What follows belongs to an exercise in optimizing a design on an open flow for small area and a short achievable clock period; a production flow would make more cautious choices.
Only simulation tests tie the RTL to the original design; equivalence was not proved.
Power is estimated from default activity; no workload was simulated.

// arrmul
module arrmul (
  input  logic         clk,
  input  logic         reset,
  input  logic [0:127] reg_A,
  input  logic [0:127] reg_B,
  input  logic [0:1]   ctrl_ww,
  input  logic [0:4]   alu_op,
  output logic [0:127] result
);
  logic        mul, w8, w16, sgn, odd, valid;
  logic        sel_e, sel_o, sel_e16, sel_e8, sel_o16, sel_o8, sv, s8, s16;
  logic [31:0] prod [4];
  logic [0:127] nxt;
  assign mul = alu_op[0:2] == 3'b100;   
  assign w8 = ctrl_ww == arrmul_pkg::w8;
  assign w16 = ctrl_ww == arrmul_pkg::w16;
  assign sgn = alu_op[3];
  assign odd = alu_op[4];
  assign sel_e = ~odd;
  assign sel_o = odd;
  assign sel_e16 = ~odd & ctrl_ww[1];
  assign sel_e8 = ~odd & ~ctrl_ww[1];
  assign sel_o16 = odd & ctrl_ww[1];
  assign sel_o8 = odd & ~ctrl_ww[1];
  assign valid = mul & (w8 | w16);
  assign sv = mul & sgn & (w8 | w16);
  assign s8 = mul & sgn & w8;
  assign s16 = mul & sgn & w16;
  for (genvar k = 0; k < 4; k++) begin : g_lane
    mul16_lane u_mul (
      .xa(reg_A[32*k +: 32]), .xb(reg_B[32*k +: 32]),
  ...
Size: roughly 3400 cells after synthesis, roughly 130 flip-flops, ~390 I/O pins, about 34000 um2 of cells after synthesis.
clock: 15.0 ns
lec_check: 0
cap_margin: 20
core_margin: 2
core_utilization: 40
slew_margin: 20
synth_hierarchical: 1
standard.sh (not shown) runs the stock make flow with config.mk's settings and CLKGATE_MAP_FILE= SYNTH_SCRIPT=/design/flow/synth_recipe.tcl, a recipe that flattens the netlist after the stock synthesis.
==> flow/flow/run.sh <==
#!/bin/bash
# Standard ORFS layout with extra make settings from flow/make_args.txt (one VAR=value per
# line): the port buffers' cell and timing-repair margins. make's full output goes to make.log.
set -euo pipefail
args=()
while IFS= read -r line; do
  [[ -z "$line" || "$line" == \#* ]] && continue
  args+=("$line")
done < flow/make_args.txt
bash standard.sh "${args[@]}" finish > make.log 2>&1
==> flow/flow/make_args.txt <==
BUFFER_PORTS_ARGS=-buffer_cell sky130_fd_sc_hd__buf_1
SETUP_SLACK_MARGIN=5
Change:
--- a/flow/design.v
+++ b/flow/design.v
@@ -34,26 +34,25 @@
   input  logic        sel_e,     
   input  logic        sel_o,     
   input  logic        sel_e16,   
   input  logic        sel_e8,    
   input  logic        sel_o16,   
   input  logic        sel_o8,    
-  input  logic        valid,     
   input  logic        sv,        
   input  logic        s8,        
   input  logic        s16,       
   output logic [31:0] p
 );
   logic [15:0] a, b, ag, bg;
   logic [31:0] x, y, sum;
   assign a[15:8] = ({8{sel_e}} & xa[31:24]) | ({8{sel_o16}} & xa[15:8]) | ({8{sel_o8}} & xa[23:16]);
   assign a[7:0] = ({8{sel_o}} & xa[7:0]) | ({8{sel_e16}} & xa[23:16]) | ({8{sel_e8}} & xa[15:8]);
-  assign b[15:8] = {8{valid}} & (({8{sel_e}} & xb[31:24]) | ({8{sel_o16}} & xb[15:8]) | ({8{sel_o8}} & xb[23:16]));
-  assign b[7:0] = {8{valid}} & (({8{sel_o}} & xb[7:0]) | ({8{sel_e16}} & xb[23:16]) | ({8{sel_e8}} & xb[15:8]));
+  assign b[15:8] = ({8{sel_e}} & xb[31:24]) | ({8{sel_o16}} & xb[15:8]) | ({8{sel_o8}} & xb[23:16]);
+  assign b[7:0] = ({8{sel_o}} & xb[7:0]) | ({8{sel_e16}} & xb[23:16]) | ({8{sel_e8}} & xb[15:8]);
   assign ag = {8'h00, ({8{sel_o16}} & xa[7:0]) | ({8{sel_e16}} & xa[23:16])};
-  assign bg = {8'h00, {8{valid}} & (({8{sel_o16}} & xb[7:0]) | ({8{sel_e16}} & xb[23:16]))};
+  assign bg = {8'h00, ({8{sel_o16}} & xb[7:0]) | ({8{sel_e16}} & xb[23:16])};
   logic pp1, pp2, pp3, pp4, pp5, pp6, pp7, pp8, pp9, pp10, pp11, pp12, pp13, pp14, pp15, pp16;
   logic pp17, pp18, pp19, pp20, pp21, pp22, pp23, pp24, pp25, pp26, pp27, pp28, pp29, pp30, pp31, pp32;
   logic pp33, pp34, pp35, pp36, pp37, pp38, pp39, pp40, pp41, pp42, pp43, pp44, pp45, pp46, pp47, pp48;
   logic pp49, pp50, pp51, pp52, pp53, pp54, pp55, pp56, pp57, pp58, pp59, pp60, pp61, pp62, pp63, pp64;
   logic pp65, pp66, pp67, pp68, pp69, pp70, pp71, pp72, pp73, pp74, pp75, pp76, pp77, pp78, pp79, pp80;
   logic pp81, pp82, pp83, pp84, pp85, pp86, pp87, pp88, pp89, pp90, pp91, pp92, pp93, pp94, pp95, pp96;
@@ -823,36 +822,35 @@
   input  logic [0:127] reg_A,
   input  logic [0:127] reg_B,
   input  logic [0:1]   ctrl_ww,
   input  logic [0:4]   alu_op,
   output logic [0:127] result
 );
-  logic        mul, w8, w16, sgn, odd, valid;
+  logic        mul, w8, w16, sgn, odd;
   logic        sel_e, sel_o, sel_e16, sel_e8, sel_o16, sel_o8, sv, s8, s16;
   logic [31:0] prod [4];
   logic [0:127] nxt;
   assign mul = alu_op[0:2] == 3'b100;   
   assign w8 = ctrl_ww == arrmul_pkg::w8;
   assign w16 = ctrl_ww == arrmul_pkg::w16;
   assign sgn = alu_op[3];
   assign odd = alu_op[4];
-  assign sel_e = ~odd;
-  assign sel_o = odd;
-  assign sel_e16 = ~odd & ctrl_ww[1];
-  assign sel_e8 = ~odd & ~ctrl_ww[1];
-  assign sel_o16 = odd & ctrl_ww[1];
-  assign sel_o8 = odd & ~ctrl_ww[1];
-  assign valid = mul & (w8 | w16);
+  assign sel_e = mul & ~odd & (w8 | w16);
+  assign sel_o = mul & odd & (w8 | w16);
+  assign sel_e16 = mul & ~odd & w16;
+  assign sel_e8 = mul & ~odd & w8;
+  assign sel_o16 = mul & odd & w16;
+  assign sel_o8 = mul & odd & w8;
   assign sv = mul & sgn & (w8 | w16);
   assign s8 = mul & sgn & w8;
   assign s16 = mul & sgn & w16;
   for (genvar k = 0; k < 4; k++) begin : g_lane
     mul16_lane u_mul (
       .xa(reg_A[32*k +: 32]), .xb(reg_B[32*k +: 32]),
       .sel_e(sel_e), .sel_o(sel_o), .sel_e16(sel_e16), .sel_e8(sel_e8), .sel_o16(sel_o16), .sel_o8(sel_o8),
-      .valid(valid), .sv(sv), .s8(s8), .s16(s16), .p(prod[k])
+      .sv(sv), .s8(s8), .s16(s16), .p(prod[k])
     );
   end
   assign nxt = {prod[0], prod[1], prod[2], prod[3]};
   always_ff @(posedge clk or negedge reset) begin
     if (!reset) result <= '0;
     else result <= nxt;
=> Wire length rose by 1.9%. Power shrinks by 24%. Combinational power goes down by 62%. Die area falls by 1.3%. First-iteration DRC count came out higher by 9.1%. Via count came out higher by 1.4%. Final area climbs by 0.33%. Global-route usage climbs by 0.97 points. Sequential power went down by 7.5%.

-- port drivers added, routing unchanged --
The results above use ideal ports. As a check the final layouts listed here were re-extracted and re-timed, cells and wires unchanged.
Step 1, drivers: a clkbuf_16 drives clk and a buf_2 each remaining input, both assumed.
Step 2 adds t to the input delays and takes it off the output delays; t is the mean of the earliest and latest rising clock arrival at the registers after step 1. Input paths then give back, and output paths get back, about the clock's delay inside the block.
Slacks: ideal ports / drivers / drivers and shift; pairs: ideal ports / drivers.
run | t (ns) | setup WS [ns] | worst hold slack (ns)
the first run | 0.569 | 5.271 / 5.220 / 4.652 | 2.491 / 2.446 / 3.014
the second run | 0.572 | 5.266 / 5.314 / 4.742 | 2.457 / 2.412 / 2.984
After both steps setup and hold are still met in every run listed. For the first run, which loses most, drivers alone change the setup slack by -0.051 ns; drivers and shift together by -0.619 ns.
